From an optimization exercise on the open Yosys and OpenROAD flow, aimed at small area, a short achievable clock period and few clock cycles per item; shortcuts taken in it are not production practice.
Function not checked in this run: the RTL went through the layout flow alone.

==> design.v <==
module frac_sad_search #(
    parameter int WIDTH     = 8,
    parameter int HEIGHT    = 8,
    parameter int BITDEPTH  = 8,
    parameter int TAPS      = 8,
    parameter int HALF_TAPS = 3,
    parameter int SAD_W     = 14
) (
    input  logic                             clk,
    input  logic                             reset,
    input  logic                             in_valid,
    output logic                             in_ready,
    input  logic [(WIDTH+TAPS)*BITDEPTH-1:0] filter_pix,
    input  logic [WIDTH*BITDEPTH-1:0]        ref_pix,
    output logic                             out_valid,
    input  logic                             out_ack,
    output logic [SAD_W-1:0]                 sad_int,
    output logic [SAD_W-1:0]                 sad_h,
    output logic [SAD_W-1:0]                 sad_v,
    output logic [1:0]                       best_mode,
    output logic [SAD_W-1:0]                 best_sad
);
    localparam int BD   = BITDEPTH;
    localparam int NPX  = WIDTH + TAPS - 1;           
    localparam int LAST = HEIGHT + TAPS - 2;          
    localparam int RSW  = BD + $clog2(WIDTH);         
    localparam int FW   = 16;                         
    function automatic logic [2*FW-1:0] csa(input logic [FW-1:0] x, input logic [FW-1:0] y,
                                            input logic [FW-1:0] z);
        csa = {((x & y) | (x & z) | (y & z)) << 1, x ^ y ^ z};
    endfunction
    function automatic logic [2*FW-1:0] filt_cs(input logic [TAPS*BD-1:0] p);
        logic [BD:0]   a, b, c, d, nb, nd;
        logic [FW-1:0] r0, r1, r2, r3, r4, r5, r6, k;
        logic [2*FW-1:0] t0, t1, t2, t3, t4;
        a  = {1'b0, p[3*BD +: BD]} + {1'b0, p[4*BD +: BD]};
        b  = {1'b0, p[2*BD +: BD]} + {1'b0, p[5*BD +: BD]};
        c  = {1'b0, p[1*BD +: BD]} + {1'b0, p[6*BD +: BD]};
        d  = {1'b0, p[0*BD +: BD]} + {1'b0, p[7*BD +: BD]};
        r0 = FW'(a) << 5;
        r1 = FW'(a) << 3;
        r2 = FW'(c) << 2;
        nb = ~b;                                      
        nd = ~d;                                      
        r3 = FW'(nb) << 3;
        r4 = FW'(nb) << 1;
        r5 = FW'(nb);
        r6 = FW'(nd);
        k  = FW'(32 + 12 - 12 * 512);
        t0 = csa(r0, r1, r2);
        t1 = csa(r3, r4, r5);
        t2 = csa(t0[FW-1:0], t0[2*FW-1:FW], t1[FW-1:0]);
        t3 = csa(t1[2*FW-1:FW], r6, k);
        t4 = csa(t2[FW-1:0], t2[2*FW-1:FW], t3[FW-1:0]);
        filt_cs = csa(t4[FW-1:0], t4[2*FW-1:FW], t3[2*FW-1:FW]);
    endfunction
    function automatic logic [BD-1:0] filt_fin(input logic [2*FW-1:0] cs);
        logic [FW-1:0] s;
        s = cs[FW-1:0] + cs[2*FW-1:FW];
        if (s[FW-1])      filt_fin = {BD{1'b0}};
        else if (s[FW-2]) filt_fin = {BD{1'b1}};
        else              filt_fin = s[FW-3:6];
    endfunction
    logic [3:0]  cnt_q;            
    logic        ov_q;             
    logic        rdy_q;            
    logic        accept;
    logic [3:0]  cnt_d;
    logic        ov_d;
    logic        fin_q;
    assign in_ready = rdy_q;
    assign accept   = in_valid && rdy_q;
    always_comb begin
        cnt_d = cnt_q;
        if (accept) cnt_d = (cnt_q == 4'(LAST)) ? '0 : cnt_q + 4'd1;
        ov_d = ov_q;
        if (ov_q && out_ack) ov_d = 1'b0;
        else if (fin_q)      ov_d = 1'b1;
    end
    always_ff @(posedge clk) begin
        if (reset) begin
            cnt_q <= '0;
            ov_q  <= 1'b0;
            rdy_q <= 1'b1;
        end else begin
            cnt_q <= cnt_d;
            ov_q  <= ov_d;
            rdy_q <= !(ov_d && cnt_d == 4'(TAPS - 1));
        end
    end
    logic [NPX*BD-1:0]   row_q;
    logic [WIDTH*BD-1:0] ref_q;
    logic                v0_q, c0_q, f0_q, l0_q;
    always_ff @(posedge clk) begin
        row_q <= filter_pix[NPX*BD-1:0];
        ref_q <= ref_pix;
        c0_q  <= cnt_q >= 4'(TAPS - 1);
        f0_q  <= cnt_q == 4'(TAPS - 1);
        l0_q  <= cnt_q == 4'(LAST);
    end
    always_ff @(posedge clk) begin
        if (reset) v0_q <= 1'b0;
        else       v0_q <= accept;
    end
    localparam int CW = WIDTH * BD;                   
    localparam int EW = (NPX - WIDTH) * BD;           
    logic [CW-1:0] wc [TAPS-1];
    logic [EW-1:0] we [4];
    always_ff @(posedge clk) begin
        if (v0_q) begin
            for (int r = 0; r < TAPS - 2; r++) wc[r] <= wc[r+1];
            wc[TAPS-2] <= row_q[HALF_TAPS*BD +: CW];
            for (int r = 0; r < 3; r++) we[r] <= we[r+1];
            we[3] <= {row_q[NPX*BD-1 : (HALF_TAPS+WIDTH)*BD], row_q[HALF_TAPS*BD-1:0]};
        end
    end
    logic [NPX*BD-1:0]  hrow;
    logic [TAPS*BD-1:0] vcol [WIDTH];
    logic [2*FW-1:0]    csv [WIDTH], csh [WIDTH];
    always_comb begin
        hrow = {we[0][EW-1 : HALF_TAPS*BD], wc[3], we[0][HALF_TAPS*BD-1:0]};
        for (int x = 0; x < WIDTH; x++) begin
            for (int t = 0; t < TAPS - 1; t++) vcol[x][t*BD +: BD] = wc[t][x*BD +: BD];
            vcol[x][(TAPS-1)*BD +: BD] = row_q[(x+HALF_TAPS)*BD +: BD];
            csv[x] = filt_cs(vcol[x]);
            csh[x] = filt_cs(hrow[x*BD +: TAPS*BD]);
        end
    end
    logic [2*FW-1:0] s1v [WIDTH], s1h [WIDTH];
    logic [BD-1:0]   s1i [WIDTH], s1c [WIDTH];
    logic            v1_q, f1_q, l1_q;
    always_ff @(posedge clk) begin
        for (int x = 0; x < WIDTH; x++) begin
            s1v[x] <= csv[x];
            s1h[x] <= csh[x];
            s1i[x] <= wc[3][x*BD +: BD];
            s1c[x] <= ref_q[x*BD +: BD];
        end
        f1_q <= f0_q;
        l1_q <= l0_q;
    end
    always_ff @(posedge clk) begin
        if (reset) v1_q <= 1'b0;
        else       v1_q <= v0_q && c0_q;
    end
    logic [BD:0] dv [WIDTH], dh [WIDTH], di [WIDTH];
    always_comb begin
        for (int x = 0; x < WIDTH; x++) begin
            logic [BD:0] t;
            t = {1'b0, filt_fin(s1v[x])} - {1'b0, s1c[x]};
            dv[x] = {t[BD], t[BD-1:0] ^ {BD{t[BD]}}};
            t = {1'b0, filt_fin(s1h[x])} - {1'b0, s1c[x]};
            dh[x] = {t[BD], t[BD-1:0] ^ {BD{t[BD]}}};
            t = {1'b0, s1i[x]} - {1'b0, s1c[x]};
            di[x] = {t[BD], t[BD-1:0] ^ {BD{t[BD]}}};
        end
    end
    logic [BD:0] s2v [WIDTH], s2h [WIDTH], s2i [WIDTH];
    logic        v2_q, f2_q, l2_q;
    always_ff @(posedge clk) begin
        for (int x = 0; x < WIDTH; x++) begin
            s2v[x] <= dv[x];
            s2h[x] <= dh[x];
            s2i[x] <= di[x];
        end
        f2_q <= f1_q;
        l2_q <= l1_q;
    end
    always_ff @(posedge clk) begin
        if (reset) v2_q <= 1'b0;
        else       v2_q <= v1_q;
    end
    function automatic logic [RSW-1:0] rowsum(input logic [BD:0] e0, input logic [BD:0] e1,
                                              input logic [BD:0] e2, input logic [BD:0] e3,
                                              input logic [BD:0] e4, input logic [BD:0] e5,
                                              input logic [BD:0] e6, input logic [BD:0] e7);
        logic [3:0] ns;
        ns = 4'(e0[BD]) + 4'(e1[BD]) + 4'(e2[BD]) + 4'(e3[BD])
           + 4'(e4[BD]) + 4'(e5[BD]) + 4'(e6[BD]) + 4'(e7[BD]);
        rowsum = RSW'(e0[BD-1:0]) + RSW'(e1[BD-1:0]) + RSW'(e2[BD-1:0]) + RSW'(e3[BD-1:0])
               + RSW'(e4[BD-1:0]) + RSW'(e5[BD-1:0]) + RSW'(e6[BD-1:0]) + RSW'(e7[BD-1:0])
               + RSW'(ns);
    endfunction
    logic [RSW-1:0] r3i, r3h, r3v;
    logic           v3_q, f3_q, l3_q;
    always_ff @(posedge clk) begin
        r3i  <= rowsum(s2i[0], s2i[1], s2i[2], s2i[3], s2i[4], s2i[5], s2i[6], s2i[7]);
        r3h  <= rowsum(s2h[0], s2h[1], s2h[2], s2h[3], s2h[4], s2h[5], s2h[6], s2h[7]);
        r3v  <= rowsum(s2v[0], s2v[1], s2v[2], s2v[3], s2v[4], s2v[5], s2v[6], s2v[7]);
        f3_q <= f2_q;
        l3_q <= l2_q;
    end
    always_ff @(posedge clk) begin
        if (reset) v3_q <= 1'b0;
        else       v3_q <= v2_q;
    end
    logic [SAD_W-1:0] acc_i, acc_h, acc_v;
    always_ff @(posedge clk) begin
        if (v3_q) begin
            acc_i <= (f3_q ? '0 : acc_i) + SAD_W'(r3i);
            acc_h <= (f3_q ? '0 : acc_h) + SAD_W'(r3h);
            acc_v <= (f3_q ? '0 : acc_v) + SAD_W'(r3v);
        end
    end
    always_ff @(posedge clk) begin
        if (reset) fin_q <= 1'b0;
        else       fin_q <= v3_q && l3_q;
    end
    logic [1:0]       bm_c, bm_q;
    logic [SAD_W-1:0] bs_c, bs_q;
    always_comb begin
        logic hi, vi, vh;
        hi = acc_h < acc_i;
        vi = acc_v < acc_i;
        vh = acc_v < acc_h;
        if (hi) begin
            bm_c = vh ? 2'd2 : 2'd1;
            bs_c = vh ? acc_v : acc_h;
        end else begin
            bm_c = vi ? 2'd2 : 2'd0;
            bs_c = vi ? acc_v : acc_i;
        end
    end
    always_ff @(posedge clk) begin
        if (fin_q) begin
            bm_q <= bm_c;
            bs_q <= bs_c;
        end
    end
    assign out_valid = ov_q;
    assign sad_int   = acc_i;
    assign sad_h     = acc_h;
    assign sad_v     = acc_v;
    assign best_mode = bm_q;
    assign best_sad  = bs_q;
endmodule
==> run.sh <==
#!/bin/bash
# synth_recipe.tcl (not shown) runs the flow's synth.tcl, then flattens the netlist and writes it again
# the make line also repeats each setting of config.mk as NAME=value (left out here)
make -C /OpenROAD-flow-scripts/flow DESIGN_CONFIG=/design/flow/config.mk WORK_HOME=/design/flow/orfs CLKGATE_MAP_FILE= SYNTH_SCRIPT=/design/flow/synth_recipe.tcl finish
==> config.mk <==
export PLATFORM = sky130hd
export DESIGN_NAME = frac_sad_search
export DESIGN_NICKNAME = frac_sad_search
export VERILOG_FILES = /design/flow/design.v
export SDC_FILE = /design/flow/constraint.sdc
export NUM_CORES = 4
export LEC_CHECK = 0
export CAP_MARGIN = 20
export CORE_MARGIN = 2
export CORE_UTILIZATION = 40
export SLEW_MARGIN = 20
==> constraint.sdc <==
create_clock -name core_clock -period 12.0 [get_ports {clk}]
set_input_delay 2.4000 -clock core_clock [delete_from_list [all_inputs] [get_ports {clk}]]
set_output_delay 2.4000 -clock core_clock [all_outputs]
set_load 0.01 [all_outputs]
==> flow_summary_export.csv <==
group,metric,value,unit
yosys,synth_area_per_cell,11.5,um^2
setup_path,crit_slowest_cell,"fa_1",
die,die_x,518,um
setup_path,crit_chain,"buf_4, inv_1, fa_1, nor2b_1, o21ai_0, a21boi_0, o21ai_0, a21boi_0, or2_2, fa_1, inv_1, fa_1, fa_1, fa_1",
job,drv_cap,0,
setup_path,path_buf_inv,3,
yosys,yosysUniqueCellTypes,80,
die,io-pin-count,256,
drt,dr.first_iter.drc_count,3873,
timing,worstMarginPinSlew,1.14,ns
yosys,ys_seq_elements,1743,
clock_network,clk_pin_slew,0.06,ns
setup_path,crit_family,"adder cells",
setup_path,critPathKind,"reg -> reg",
die,core,263000,um^2
die,dieArea,268000,um^2
drt,dr_total_vias,64700,
clock_network,clock_sinks,1743,
run_status,status,"no timing/DRC/antenna violations",
yosys,yosysWarnings,16,
clock_network,cts_hold_buf,0,
drt,drt_first_pass_iters,8,
drt,drtAntennaViolNets,0,
global_routing,grt_pass1_vias,67700,
drt,drc_errors,0,
setup_path,cp_common_cell,"fa_1",
global_routing,grt-ovfl-total,0,
clock_network,post_cts_buffers,0,
yosys,syn_area,106000,um^2
placed_design,gp_congestion,0.927,
timing,slew_violations,0,
setup_path,startpoint_type,"flop",
layout,most-common-layout-cells,"inv_1 (1628), ha_1 (1441), dfxtp_1 (1011)",
placed_design,dpl.hpwl,203000,um
global_routing,grt_pass1_wl,391000,um
layout,final_common_cell,"inv_1",
timing,relSlewSlack,0.233,
setup_path,crit_path_max_fanout,14,
clock_network,clock_latency,0.90,ns
layout,drive_gt1_frac,0.0493,
timing,min_period_over_period,0.435,
clock_network,cts_made_buffers,203,
yosys,synth-edff-count,730,
timing,fin_tns_setup,0,ns
drt,wl,254000,um
timing,setup_violations,0,
global_routing,track_usage,0.189,
global_routing,antenna_found_initial,22,
clock_network,cts_root_buf,"clkbuf_16",
yosys,synth_ff_type,"dfxtp_1",
clock_network,cts_resized,0,
clock_network,cts_tree,"yes",
placed_design,place_worst_setup_slack,6.84,ns
die,die_y,518,um
die,initial_core_util,0.402,
timing,min_period,5.22,ns
drt,vias_per_cell,4.85,
drt,wl_per_cell,19.0,um
timing,clock_skew,0.0904,ns
worst_hold_path,hp-class,"reg -> reg",
die,row_count,188,
timing,clock.fmax,192,MHz
yosys,synthesis.nets,11600,
timing,rsz0062_at_grt,"false",
yosys,ys_seq_area_frac,0.400,
clock_network,cts.path.max_buffers,4,
setup_path,critPathCaptureType,"flop",
setup_path,arrival,5.95,ns
setup_path,required,12.73,ns
setup_path,max_stage_delay,0.62,ns
timing,hold_viol_final,0,
global_routing,grt_max_degree,157,
yosys,async_reset_ff_frac,0,
layout,area_delta_synth_final,13.4,%
placed_design,port_buffers,247,
yosys,syn_inst,9192,
layout,fin_nets,12100,
clock_network,htreeDepth,4,
timing,fin_ws,6.78,ns
-- state kept, by name, indices dropped and copies added (netlist names), 64 cells and up --
name / flops
ref_q: 64
row_q: 120
we: 224
s2v: 72
s1i: 64
s2h: 72
s1h: 216
s2i: 72
s1c: 64
wc: 448
s1v: 216
-- routing by layer --
metal	vias up	track usage	routed length [um]
li1	31700	-	-
met4	2	0.0718	10200
met2	1342	0.309	116000
met1	31300	0.255	116000
met5	-	0	13
met3	426	0.0242	12100
-- final timing paths --
kind / depth (start not counted) / endpoint / slack, ns / start
max: 14 / s1h[3][9] / 6.78 / wc[3][25]
min: 0 / s1c[2][4] / 0.27 / ref_q[20]
max reg2reg: 14 / s1h[3][9] / 6.78 / wc[3][25]
min reg2reg: 0 / s1c[2][4] / 0.27 / ref_q[20]
-- per-stage QoR --
step           instances  hold slack, ns  cell area, um^2   util
2_1_floorplan       9192           0.310           106000      -
3_3_place_gp       13000           0.316           113000  0.430
3_5_place_dp       13000           0.312           113000  0.430
4_1_cts            13300           0.276           120000  0.456
5_1_grt            13300           0.279           120000  0.456
6_report           13400           0.274           120000  0.456
-- cells in the mapped netlist, types with 6 or more instances --
cell       count  area share
o21a_1       152       0.011
o21ai_0      397       0.019
o221ai_1      12      0.0010
or2_2         23      0.0014
a31oi_1       37      0.0022
o211ai_1      14      0.0010
ha_1        1441        0.17
o21bai_1      50      0.0036
fa_1         807        0.15
nor2b_1      157      0.0093
buf_2         25      0.0012
xor2_1       157       0.013
nor4_1         6     0.00036
a21boi_1       7     0.00050
edfxtp_1     730        0.21
inv_1       1628       0.058
nand3_1       46      0.0022
o311ai_1       8     0.00066
a21o_1       266       0.019
nand2b_1     128      0.0076
xnor2_1      644       0.053
a211oi_1      19      0.0014
o2111ai_1      6     0.00050
and3_1        13     0.00077
dfxtp_1     1013        0.19
o22ai_1        6     0.00036
a21oi_1      440       0.021
nor3_2        10     0.00095
and2_1         9     0.00053
nand4_1       45      0.0027
nand2_1      270      0.0096
a21boi_0      91      0.0065
o21ai_1       12     0.00057
nor2_1       227      0.0081
clkbuf_1      16     0.00057
nor3b_1       21      0.0015
or3_1         76      0.0045
nor3_1        89      0.0042
-- final cells by class --
| class | instances | area (um^2) |
|---|---|---|
| Tap cell | 3515 | 4400 |
| Multi-Input combinational cell | 5777 | 57100 |
| Clock buffer | 263 | 5830 |
| Sequential cell | 1743 | 42200 |
| Antenna cell | 5 | 12.5 |
| Clock inverter | 106 | 1050 |
| Timing Repair Buffer | 316 | 3040 |
| Fill cell | 24100 | 143000 |
| Inverter | 1628 | 6110 |
-- cells by family (layout without fill, tap and decap cells) --
kind of cell | after synthesis | after routing | share of synthesized area
and+or+nand+nor | 1140 | 1140 | 0.0551
buffers and inverters | 1672 | 2313 | 0.0599
other | 0 | 5 | 0
DFF | 1743 | 1743 | 0.400
xor gates and xnor gates | 806 | 806 | 0.0673
adders and majority gates | 2248 | 2248 | 0.324
muxes | 6 | 6 | 0.000581
AOI/OAI and AO/OA | 1577 | 1577 | 0.0937

-- what the ideal ports hide --
The results above use ideal ports. As a check the final layout listed here was re-extracted and re-timed, cells and wires unchanged. Step 1 (the two cells are an assumption about what drives the block):
set clk [get_ports {clk}]
set_driving_cell -lib_cell sky130_fd_sc_hd__clkbuf_16 $clk
set_driving_cell -lib_cell sky130_fd_sc_hd__buf_2 [delete_from_list [all_inputs] $clk]
Step 2, shift: input delay + t, output delay - t, t = (earliest + latest rising clock arrival at the registers) / 2. This alone moves slack from input paths to output paths. a / b / c = ideal ports / drivers / drivers and shift; a / b = the first two.
shift t [ns]: 0.946
setup WS [ns]: 6.783 / 6.783 / 6.783
latest minus earliest clock arrival (ns): 0.091 / 0.091
worst register clock-pin slew, ns: 0.07 / 0.07
After both steps this run still meets setup and hold. For this run, drivers alone change the setup slack by 0.000 ns; drivers and shift together by 0.000 ns.
